From an optimization exercise on the open Yosys and OpenROAD flow, aimed at small area, a short achievable clock period and few clock cycles; shortcuts taken in it are not production practice.
At most, simulation tests tie the RTL to the original design; equivalence was not proved.
Power and IR drop assume default switching activity.

Setup of north:
## snn_frame_controller
module snn_frame_controller #(
  parameter int unsigned IN_W    = 19,
  parameter int unsigned DEPTH   = snn_pkg::DefaultDepth,
  parameter int unsigned OUT_N   = snn_pkg::DefaultOutN,
  parameter int unsigned CNT_W   = 7,
  parameter int unsigned REPEAT  = 4,
  parameter int unsigned NET_LAT = 2
) (
  input  logic                       clk,
  input  logic                       rstn,
  input  logic                       in_valid_i,
  output logic                       in_ready_o,
  input  logic [IN_W-1:0]            in_data_i,
  input  logic                       in_last_i,
  input  logic                       abort_i,
  output logic                       net_valid_o,
  output logic [IN_W-1:0]            net_data_o,
  input  logic [OUT_N-1:0]           spike_i,
  output logic                       result_valid_o,
  input  logic                       result_ready_i,
  output logic [$clog2(OUT_N)-1:0]   result_idx_o,
  output logic [CNT_W-1:0]           result_cnt_o
);
For scale: ~2800 flip-flops, ~68 I/O pins, ~0.10 sq mm of cells after synthesis.
Settings: LEC_CHECK=0, CAP_MARGIN=5, CORE_MARGIN=2, CORE_UTILIZATION=50, CTS_CLUSTER_DIAMETER=100, CTS_CLUSTER_SIZE=30, SETUP_SLACK_MARGIN=2.6, SLEW_MARGIN=5; clock period 5.0 ns.
run.sh (not shown) runs the stock make flow with config.mk's settings and CLKGATE_MAP_FILE= SYNTH_SCRIPT=/design/flow/synth_recipe.tcl, a recipe that flattens the netlist after the stock synthesis.
Testbench counts of north, summed over its fixed seeds: cycles 45,152.
Input changes introduced in south (baseline for comparison: north):
- swapping 50 for 40 in CORE_UTILIZATION
- swapping 30 for 25 in CTS_CLUSTER_SIZE
- swapping 100 for 90 in CTS_CLUSTER_DIAMETER
- swapping 2.6 for 2.65 in SETUP_SLACK_MARGIN
### Flow results
- Going from north to south, share of power burned in the clock network went up by 2.3 points, maximum fanout encountered on the critical timing path went down by 49.
- south: met3 capacity usage during global routing is 0.49 points lower than what north reported.
- Critical path buffer and inverter count: south vs north up 4
- south ran to completion and came out clean on the timing, design-rule and antenna checks.
- Wire length reported by the detailed router of south exceeds that of north slightly.
Input-level comparison between east and south:
- a change of CTS_CLUSTER_DIAMETER from 90 to 100
- a change of CTS_CLUSTER_SIZE from 25 to 30
- a change of SETUP_SLACK_MARGIN from 2.65 to 2.6
Findings:
- east reached the final stage; the timing, design-rule and antenna checks on its layout passed.
- east vs south, critical path start-end classification: flip-flop to output port vs input port to flip-flop
- Compared east vs south, and delay of the slowest cell on the worst path is down in east.
- When east is measured against south, its critical path depth turns out 10 lower.
- Clock power, east and south: smaller value in east
- Looking at core utilization of the finished layout, east sits 0.48 points lower than south does.
- Power after layout: higher on south
- Met2 demand-to-capacity share in global routing: east lower than south
- Looking at share of total power in combinational logic, east sits above south.
- Against south, final-layout worst hold slack in east came out better.

Another version of the RTL of snn_frame_controller (not shown whole).
Size in the first run: about 5400 cells after synthesis, roughly 2600 flip-flops, about 68 I/O pins, ~0.097 mm² of cells after synthesis.
Settings: LEC_CHECK=0, CAP_MARGIN=20, CORE_MARGIN=2, CORE_UTILIZATION=60, SETUP_SLACK_MARGIN=2.3, SLEW_MARGIN=20; clock period 5.0 ns.
Change:
--- a/flow/config.mk
+++ b/flow/config.mk
@@ -10,2 +10,2 @@
-export CORE_UTILIZATION = 60
-export SETUP_SLACK_MARGIN = 2.3
+export CORE_UTILIZATION = 40
+export SETUP_SLACK_MARGIN = 2.6
The new run finished clean. Setup slack improved by 0.17 ns. Critical path depth decreases by 1. First-iteration DRC count shrinks by 13%. Non-clock buffer count rises by 192.
No run of this note included a check of the RTL's function; only the layout flow was run.

run Y:
snn_frame_controller, a different RTL version from the one above (not shown whole).
Size: ~6,000 cells after synthesis, ~68 I/O pins.
Design snn_frame_controller, start of the top module:
module snn_frame_controller #(
  parameter int unsigned IN_W    = 19,
  parameter int unsigned DEPTH   = snn_pkg::DefaultDepth,
  parameter int unsigned OUT_N   = snn_pkg::DefaultOutN,
  parameter int unsigned CNT_W   = 7,
  parameter int unsigned REPEAT  = 4,
  parameter int unsigned NET_LAT = 2
) (
  input  logic                       clk,
  input  logic                       rstn,
  input  logic                       in_valid_i,
  output logic                       in_ready_o,
  input  logic [IN_W-1:0]            in_data_i,
  input  logic                       in_last_i,
  input  logic                       abort_i,
  output logic                       net_valid_o,
  output logic [IN_W-1:0]            net_data_o,
  input  logic [OUT_N-1:0]           spike_i,
  output logic                       result_valid_o,
  input  logic                       result_ready_i,
  output logic [$clog2(OUT_N)-1:0]   result_idx_o,
  output logic [CNT_W-1:0]           result_cnt_o
);
clock: 5.0 ns
lec_check: 0
cap_margin: 5
core_margin: 2
core_utilization: 40
cts_cluster_diameter: 100
cts_cluster_size: 30
setup_slack_margin: 2.75
slew_margin: 5
Run Y: full flow OK, the timing, design-rule and antenna checks passed
Inputs modified between run Y and run A:
- SETUP_SLACK_MARGIN now 2.6, was 2.75
[summary]
- Run A finished end to end and its layout was clean on timing, DRC and antenna.
- The clock-buffer cell count in run A sits 6 below the value recorded for run Y.
- ~same area of all sequential standard cells in run A and run Y
- Number of cells on the worst reg-to-reg path: run A < run Y
- Measured against each other, run A and run Y differ in final setup skew, the higher figure coming from run A.
- Run Y → run A: wire length went down, upper clock frequency limit level, share of total power in combinational logic decreased 0.2 points, sequential fraction of total cell area grew by 0.55 points.
- Between run A and run Y, the difference in sequential power share is negligible.
- The total power of run Y and that of run A are within noise of each other.
- The higher area growth from synthesis to layout of run A and run Y is in run Y.
No run of this note included a check of the RTL's function; only the layout flow was run.

Another version of the RTL of snn_frame_controller (not shown whole).
Size in the first run: about 6000 cells after synthesis.
make LEC_CHECK=0 CAP_MARGIN=20 CORE_MARGIN=2 CORE_UTILIZATION=40 CTS_CLUSTER_DIAMETER=100 CTS_CLUSTER_SIZE=30 SETUP_SLACK_MARGIN=2.6 SLEW_MARGIN=20 finish   # period 5.0 ns
Testbench counts at the start, summed over its fixed seeds: cycles 45,144.
Next try:
CORE_UTILIZATION = 55   (was 40)
Effect: Via count hardly moves; power fell slightly; wire length went down slightly; utilization is higher by 16 points; die area decreases by a quarter to a third.
Next try:
CAP_MARGIN = 5   (was 20)
CORE_UTILIZATION = 40   (was 55)
SLEW_MARGIN = 5   (was 20)
Count of clock-buffer cells in the layout went up by 18.
Total power went up slightly.
Die area went up by well over a third.
Setup slack hardly moves.
Critical path depth stays the same.
Clock skew went up by 0.037 ns.
Design area went up slightly.

[static timing again, ports no longer ideal]
In the flow no input, the clock included, has a driving cell. The finished layouts below were timed again as built, in two steps. Step 1 assumes that a clkbuf_16 drives the clock port and a buf_2 every other input. Step 2, shift: input delay + t, output delay - t, t = (earliest + latest rising clock arrival at the registers) / 2. This alone moves slack from input paths to output paths. Slacks: ideal ports / drivers / drivers and shift; pairs: ideal ports / drivers.
run | shift t [ns] | setup slack, ns | worst register clock-pin slew, ns
north | 0.895 | 2.528 / 2.473 / 1.799 | 0.12 / 0.12
south | 0.946 | 2.559 / 2.469 / 1.671 | 0.11 / 0.11
east | 0.921 | 2.557 / 2.455 / 1.760 | 0.12 / 0.12
the first run of note 2 | 0.993 | 1.884 / 1.884 / 1.321 | 0.07 / 0.07
the second run of note 2 | 0.995 | 2.051 / 2.051 / 1.410 | 0.07 / 0.07
run Y | 0.906 | 2.533 / 2.560 / 1.699 | 0.12 / 0.12
run A | 0.897 | 2.534 / 2.534 / 1.777 | 0.12 / 0.12
the first run of note 4 | 0.908 | 2.516 / 2.418 / 1.761 | 0.12 / 0.12
the second run of note 4 | 0.883 | 2.530 / 2.441 / 1.797 | 0.12 / 0.12
the third run of note 4 | 0.904 | 2.531 / 2.431 / 1.858 | 0.12 / 0.12
After both steps setup and hold are still met in every run listed. The setup slack of south, which loses most, moves by -0.090 ns with the drivers and by -0.888 ns with both steps.
